Context: an optimization exercise on an open-source flow, tuned for small area. The choices shown serve that exercise and are no tape-out recipe.
The RTL was checked by simulation tests, not by an equivalence proof against the original design.
No driver is modelled on the clock port, so clocking that relies on it looks cheaper here than on a real chip.
Power is estimated from default activity; no workload was simulated.

== alpha ==
==> flow/design.v <==
package wb_trace_pkg;
  function automatic int unsigned clog2_min1(input int unsigned n);
    clog2_min1 = (n <= 1) ? 1 : $clog2(n);
  endfunction
  function automatic int unsigned entry_width(input int unsigned chw, input int unsigned adr_w,
                                              input int unsigned dat_w, input int unsigned ts_w);
    entry_width = chw + 1 + adr_w + dat_w + ts_w;
  endfunction
  localparam int unsigned TsOff = 0;
  function automatic int unsigned dat_off(input int unsigned ts_w);
    dat_off = TsOff + ts_w;
  endfunction
  function automatic int unsigned adr_off(input int unsigned ts_w, input int unsigned dat_w);
    adr_off = dat_off(ts_w) + dat_w;
  endfunction
  function automatic int unsigned we_off(input int unsigned ts_w, input int unsigned dat_w,
                                         input int unsigned adr_w);
    we_off = adr_off(ts_w, dat_w) + adr_w;
  endfunction
  function automatic int unsigned ch_off(input int unsigned ts_w, input int unsigned dat_w,
                                         input int unsigned adr_w);
    ch_off = we_off(ts_w, dat_w, adr_w) + 1;
  endfunction
endpackage
module wb_trace_fifo #(
  parameter int unsigned WIDTH = 8,
  parameter int unsigned DEPTH = 16
) (
  input  logic                     clk,
  input  logic                     reset_n,
  input  logic                     clear,
  input  logic                     push,
  input  logic [WIDTH-1:0]         push_data,
  input  logic                     pop,
  output logic [WIDTH-1:0]         head,
  output logic [$clog2(DEPTH):0]   level,
  output logic                     full,
  output logic                     empty
);
  localparam int unsigned AW = $clog2(DEPTH);
  logic [WIDTH-1:0] mem_q [DEPTH];
  logic [WIDTH-1:0] mem_d [DEPTH];
  logic [DEPTH-1:0] keep;
  logic [AW:0]      level_q, level_d;
  logic             do_push, do_pop;
  assign empty   = (level_q == '0);
  assign full    = level_q[AW];
  assign do_pop  = pop && !empty;
  assign do_push = push;
  assign level   = level_q;
  always_comb begin
    head = '0;
    for (int i = 0; i < int'(DEPTH); i++)
      head = head | (mem_q[i] & {WIDTH{level_q[AW-1:0] == AW'(i + 1)}});
  end
  always_comb begin
    level_d = level_q;
    if (clear) level_d = '0;
    else if (do_push && !do_pop) level_d = level_q + 1'b1;
    else if (!do_push && do_pop) level_d = level_q - 1'b1;
  end
  always_ff @(posedge clk or negedge reset_n) begin
    if (!reset_n) level_q <= '0;
    else          level_q <= level_d;
  end
  always_comb begin
    for (int i = 0; i < int'(DEPTH); i++) begin
      keep[i]  = !do_push && ((AW + 1)'(i) < level_q);
      mem_d[i] = ({WIDTH{keep[i]}} & mem_q[i])
               | ({WIDTH{do_push}} & (i == 0 ? push_data : mem_q[(i + DEPTH - 1) % DEPTH]));
    end
  end
  always_ff @(posedge clk) begin
    for (int i = 0; i < int'(DEPTH); i++) mem_q[i] <= mem_d[i];
  end
endmodule
module wb_trace_buffer #(
  parameter int unsigned N_CH  = 4,
  parameter int unsigned ADR_W = 32,
  parameter int unsigned DAT_W = 32,
  parameter int unsigned DEPTH = 32,
  parameter int unsigned TS_W  = 16,
  parameter int unsigned OVF_W = 16
) (
  input  logic                          clk,
  input  logic                          reset_n,
  input  logic                          enable,
  input  logic                          clear,
  input  logic [N_CH-1:0]               ch_ack,
  input  logic [N_CH-1:0]               ch_we,
  input  logic [N_CH*ADR_W-1:0]         ch_adr,
  input  logic [N_CH*DAT_W-1:0]         ch_dat_w,
  input  logic [N_CH*DAT_W-1:0]         ch_dat_r,
  output logic                          rd_valid,
  input  logic                          rd_ready,
  output logic [wb_trace_pkg::clog2_min1(N_CH)-1:0] rd_ch,
  output logic                          rd_we,
  output logic [ADR_W-1:0]              rd_adr,
  output logic [DAT_W-1:0]              rd_dat,
  output logic [TS_W-1:0]               rd_ts,
  output logic [$clog2(DEPTH):0]        level,
  output logic [OVF_W-1:0]              overflow_cnt
);
  localparam int unsigned CHW = wb_trace_pkg::clog2_min1(N_CH);
  localparam int unsigned SW  = 1 + ADR_W + DAT_W + TS_W;
  localparam int unsigned EW  = CHW + SW;
  logic [N_CH-1:0]  slot_vld_q, slot_vld_d;
  logic [SW-1:0]    slot_q [N_CH];
  logic [SW-1:0]    slot_d [N_CH];
  logic [N_CH-1:0]  slot_ld, slot_keep;
  logic [TS_W-1:0]  ts_q;
  logic [CHW-1:0]   rr_q;
  logic [OVF_W-1:0] ovf_q;
  logic [OVF_W:0]   ovf_sum;
  logic [CHW:0]     drops;
  logic             gnt_vld;
  logic [CHW-1:0]   gnt_idx;
  logic [CHW-1:0]   scan_idx;
  logic [N_CH-1:0]  gnt_oh;
  logic             push, pop, fifo_full, fifo_empty;
  logic [SW-1:0]    gnt_data;
  logic [EW-1:0]    head;
  always_comb begin
    gnt_vld  = 1'b0;
    gnt_idx  = '0;
    scan_idx = '0;
    for (int unsigned k = 1; k <= N_CH; k++) begin
      scan_idx = CHW'((32'(rr_q) + k) % N_CH);
      if (!gnt_vld && slot_vld_q[scan_idx]) begin
        gnt_vld = 1'b1;
        gnt_idx = scan_idx;
      end
    end
  end
  assign pop  = rd_valid && rd_ready && !clear;
  assign push = gnt_vld && (!fifo_full || pop) && !clear;
  always_comb begin
    gnt_data = '0;
    for (int i = 0; i < int'(N_CH); i++) begin
      gnt_oh[i] = push && (gnt_idx == CHW'(i));
      gnt_data  = gnt_data | (slot_q[i] & {SW{gnt_idx == CHW'(i)}});
    end
  end
  always_comb begin
    drops = '0;
    for (int i = 0; i < int'(N_CH); i++) begin
      slot_vld_d[i] = (slot_vld_q[i] && !gnt_oh[i]) || (enable && ch_ack[i]);
      if (enable && ch_ack[i] && slot_vld_q[i] && !gnt_oh[i]) drops = drops + (CHW + 1)'(1);
    end
    ovf_sum = {1'b0, ovf_q} + (OVF_W + 1)'(drops);
  end
  always_ff @(posedge clk or negedge reset_n) begin
    if (!reset_n) begin
      slot_vld_q <= '0;
      ts_q       <= '0;
      rr_q       <= CHW'(N_CH - 1);
      ovf_q      <= '0;
    end else begin
      if (push) rr_q <= gnt_idx;
      if (clear) begin
        slot_vld_q <= '0;
        ts_q       <= '0;
        ovf_q      <= '0;
      end else begin
        slot_vld_q <= slot_vld_d;
        ts_q       <= ts_q + 1'b1;
        ovf_q      <= ovf_sum[OVF_W] ? '1 : ovf_sum[OVF_W-1:0];
      end
    end
  end
  always_comb begin
    for (int i = 0; i < int'(N_CH); i++) begin
      slot_ld[i]   = enable && ch_ack[i] && (!slot_vld_q[i] || gnt_oh[i]);
      slot_keep[i] = slot_vld_q[i] && !gnt_oh[i];
      slot_d[i]  = ({SW{slot_keep[i]}} & slot_q[i])
                 | ({SW{slot_ld[i]}} & {ch_we[i], ch_adr[i*ADR_W +: ADR_W],
                                        {DAT_W{ch_we[i]}} & ch_dat_w[i*DAT_W +: DAT_W],
                                        ts_q})
                 | ({SW{slot_ld[i] && !ch_we[i]}} &
                    {1'b0, {ADR_W{1'b0}}, ch_dat_r[i*DAT_W +: DAT_W], {TS_W{1'b0}}});
    end
  end
  always_ff @(posedge clk) begin
    for (int i = 0; i < int'(N_CH); i++) slot_q[i] <= slot_d[i];
  end
  wb_trace_fifo #(
    .WIDTH (EW),
    .DEPTH (DEPTH)
  ) u_fifo (
    .clk       (clk),
    .reset_n   (reset_n),
    .clear     (clear),
    .push      (push),
    .push_data ({gnt_idx, gnt_data}),
    .pop       (pop),
    .head      (head),
    .level     (level),
    .full      (fifo_full),
    .empty     (fifo_empty)
  );
  assign rd_valid     = !fifo_empty;
  assign {rd_ch, rd_we, rd_adr, rd_dat, rd_ts} = head;
  assign overflow_cnt = ovf_q;
endmodule
==> flow/config.mk <==
export PLATFORM = sky130hd
export DESIGN_NAME = wb_trace_buffer
export DESIGN_NICKNAME = wb_trace_buffer
export VERILOG_FILES = /design/flow/design.v
export SDC_FILE = /design/flow/constraint.sdc
export NUM_CORES = 4
export LEC_CHECK = 0
export CAP_MARGIN = 20
export CORE_MARGIN = 2
export CORE_UTILIZATION = 55
export SLEW_MARGIN = 20
==> flow/constraint.sdc <==
create_clock -name core_clock -period 8.0 [get_ports {clk}]
set_input_delay 1.6000 -clock core_clock [delete_from_list [all_inputs] [get_ports {clk}]]
set_output_delay 1.6000 -clock core_clock [all_outputs]
set_load 0.01 [all_outputs]
standard.sh (not shown) runs the stock make flow with config.mk's settings and CLKGATE_MAP_FILE= SYNTH_SCRIPT=/design/flow/synth_recipe.tcl, a recipe that flattens the netlist after the stock synthesis.
==> flow/flow/run.sh <==
#!/bin/bash
# The standard layout (standard.sh) with three changes:
#  - synthesis maps the logic with an area-oriented ABC script (flow/area.abc); the
#    flip-flops are mapped before ABC runs, so they are the standard synthesis's;
#  - the ports get the smallest buffer;
#  - the clock tree uses clkbuf_8 sink clusters without dummy loads.
set -o pipefail
W=$PWD
cat > "$W/flow_synth.tcl" <<EOT
proc abc {args} {
  set i [lsearch -exact \$args -script]
  if {\$i >= 0} { set args [lreplace \$args [expr {\$i + 1}] [expr {\$i + 1}] $W/flow/area.abc] }
  puts "abc with flow/area.abc: \$args"
  yosys abc {*}\$args
}
source $W/synth_recipe.tcl
EOT
export BUFFER_PORTS_ARGS="-buffer_cell sky130_fd_sc_hd__buf_1"
export CTS_ARGS="-sink_clustering_enable -repair_clock_nets -dont_use_dummy_load -buf_list sky130_fd_sc_hd__clkbuf_8 -sink_clustering_size 15 -sink_clustering_max_diameter 60"
bash standard.sh SYNTH_SCRIPT="$W/flow_synth.tcl" finish > standard.log 2>&1
==> flow/flow/area.abc <==
&get -n
&st
&dch
&nf -R 1000
&put
topo
stime -c
The final layout from alpha, which completed every stage, passed the timing, design-rule and antenna checks at the end of the flow.
Input-level comparison between beta and alpha:
diff --git a/flow/config.mk b/flow/config.mk
--- a/flow/config.mk
+++ b/flow/config.mk
@@ -9,3 +9,3 @@
 export CORE_MARGIN = 2
-export CORE_UTILIZATION = 55
+export CORE_UTILIZATION = 40
 export SLEW_MARGIN = 20
--- outcome ---
- Summary of the comparison: height of the die is higher in beta, relative to alpha.
- The non-clock buffer count in beta sits 17 above the value recorded for alpha.
- Compared with alpha, beta shows share of the cycle needed by the critical path after routing higher by 2.6 points.
- Relative to alpha, the total power of the final layout measured on beta has increased slightly.
- On clock power, the lower figure sits with alpha, not beta.
- Per the comparison of beta with alpha, number of CTS-inserted buffers went up, internal reg-to-reg setup slack went up.
- The destination of the critical timing path comes out rd_dat[23] in one run and rd_ts[9] in the other, namely in alpha and beta respectively.
- Between alpha and beta, routed wire length increased.
For gamma, these inputs were changed with respect to beta:
==> flow/flow/run.sh <==
#!/bin/bash
# The standard layout (standard.sh) with these changes:
#  - synthesis maps the logic with an area-oriented ABC script (flow/area.abc); the
#    flip-flops are mapped before ABC runs, so they are the standard synthesis's;
#  - the ports get the smallest buffer;
set -o pipefail
W=$PWD
cat > "$W/flow_synth.tcl" <<EOT
proc abc {args} {
  set i [lsearch -exact \$args -script]
  if {\$i >= 0} { set args [lreplace \$args [expr {\$i + 1}] [expr {\$i + 1}] $W/flow/area.abc] }
  puts "abc with flow/area.abc: \$args"
  yosys abc {*}\$args
}
source $W/synth_recipe.tcl
EOT
export BUFFER_PORTS_ARGS="-buffer_cell sky130_fd_sc_hd__buf_1"
S="bash standard.sh SYNTH_SCRIPT=$W/flow_synth.tcl"
R=$W/orfs/results/sky130hd/wb_trace_buffer/base
$S place > standard_place.log 2>&1 || exit 1
n=0
for cfg in "18 80" "15 60"; do
  set -- $cfg
  n=$((n + 1))
  export CTS_ARGS="-sink_clustering_enable -repair_clock_nets -dont_use_dummy_load -buf_list sky130_fd_sc_hd__clkbuf_8 -sink_clustering_size $1 -sink_clustering_max_diameter $2"
  rm -f $R/4_1_cts.odb $R/4_cts.odb $R/4_cts.sdc
  $S cts > standard_cts_$n.log 2>&1 || exit 1
  CTS_ODB=$R/4_1_cts.odb CTS_SDC=$R/4_cts.sdc openroad -no_init -exit flow/clk_slew.tcl > clk_slew_$n.log 2>&1
  slew=$(awk '/^CLK_SLEW_MAX/ {print $2}' clk_slew_$n.log)
  echo "clusters $1/$2: estimated clock-pin slew $slew ns" >> cts_choice.log
  if [ "$cfg" = "15 60" ] || awk -v s="$slew" 'BEGIN {exit !(s != "" && s < 0.118)}'; then
    break
  fi
done
$S finish > standard.log 2>&1
==> flow/flow/clk_slew.tcl (new file) <==
# Prints the largest flip-flop clock-pin slew of the clock tree just built, with
# placement-estimated parasitics.
read_liberty $::env(FLOW_HOME)/platforms/sky130hd/lib/sky130_fd_sc_hd__tt_025C_1v80.lib
read_db $::env(CTS_ODB)
read_sdc $::env(CTS_SDC)
source $::env(FLOW_HOME)/platforms/sky130hd/setRC.tcl
set_propagated_clock [all_clocks]
estimate_parasitics -placement
set mx 0
foreach p [get_pins -hier */CLK] {
  foreach rf {slew_max_rise slew_max_fall} {
    set s [get_property $p $rf]
    if {$s > $mx} { set mx $s }
  }
}
puts "CLK_SLEW_MAX $mx"
### Flow results
- gamma against beta; count of clock-buffer cells in the layout is down by more than 10%.
- Compared with beta, in gamma total power shows a reduction of 0.00062 W, sequential share of layout area rose 0.32 points.
- The final reports for gamma and beta show core utilization of the finished layout lower in the former.
- gamma: done, clean on timing, DRC and antenna
- beta was carried through to the last stage, and its layout satisfied the timing, design-rule and antenna checks.
- As far as number of well-tap cells placed goes, beta and gamma are indistinguishable; the numbers are identical.
- As far as wire length of the first global-routing pass is concerned, beta and gamma perform about the same.
- From gamma to beta, total negative slack for setup checks did not move at all.
- Re standard cell area after detailed placement: no difference whatsoever between gamma and beta.
- gamma vs. beta: clock-pin slew of the registers on the worst-case setup and hold paths went up by 0.02 ns.
- beta -> gamma: transition time at the pin with the least slew margin flat

## static timing again, ports no longer ideal
How much do the figures lean on ideal ports? The routed layouts below were timed once more, with nothing changed but the port constraints. Step 1 assumes that a clkbuf_16 drives the clock port and a buf_2 every other input. Step 2 also shifts input and output timing later by t, the mid clock arrival at the registers, as if the neighbouring blocks saw the same clock. a / b / c = no drivers / after step 1 / after step 2; a / b = the first two.
run	t, ns	slack for setup (ns)	hold WS [ns]	worst setup path after step 2
alpha	1.115	0.869 / 0.776 / 1.280	0.442 / 0.442 / 0.442	register to register
beta	1.077	0.664 / 0.574 / 1.329	0.406 / 0.406 / 0.406	register to register
gamma	1.070	0.618 / 0.527 / 1.096	0.395 / 0.395 / 0.395	register to register
After both steps every run listed still meets setup and hold.
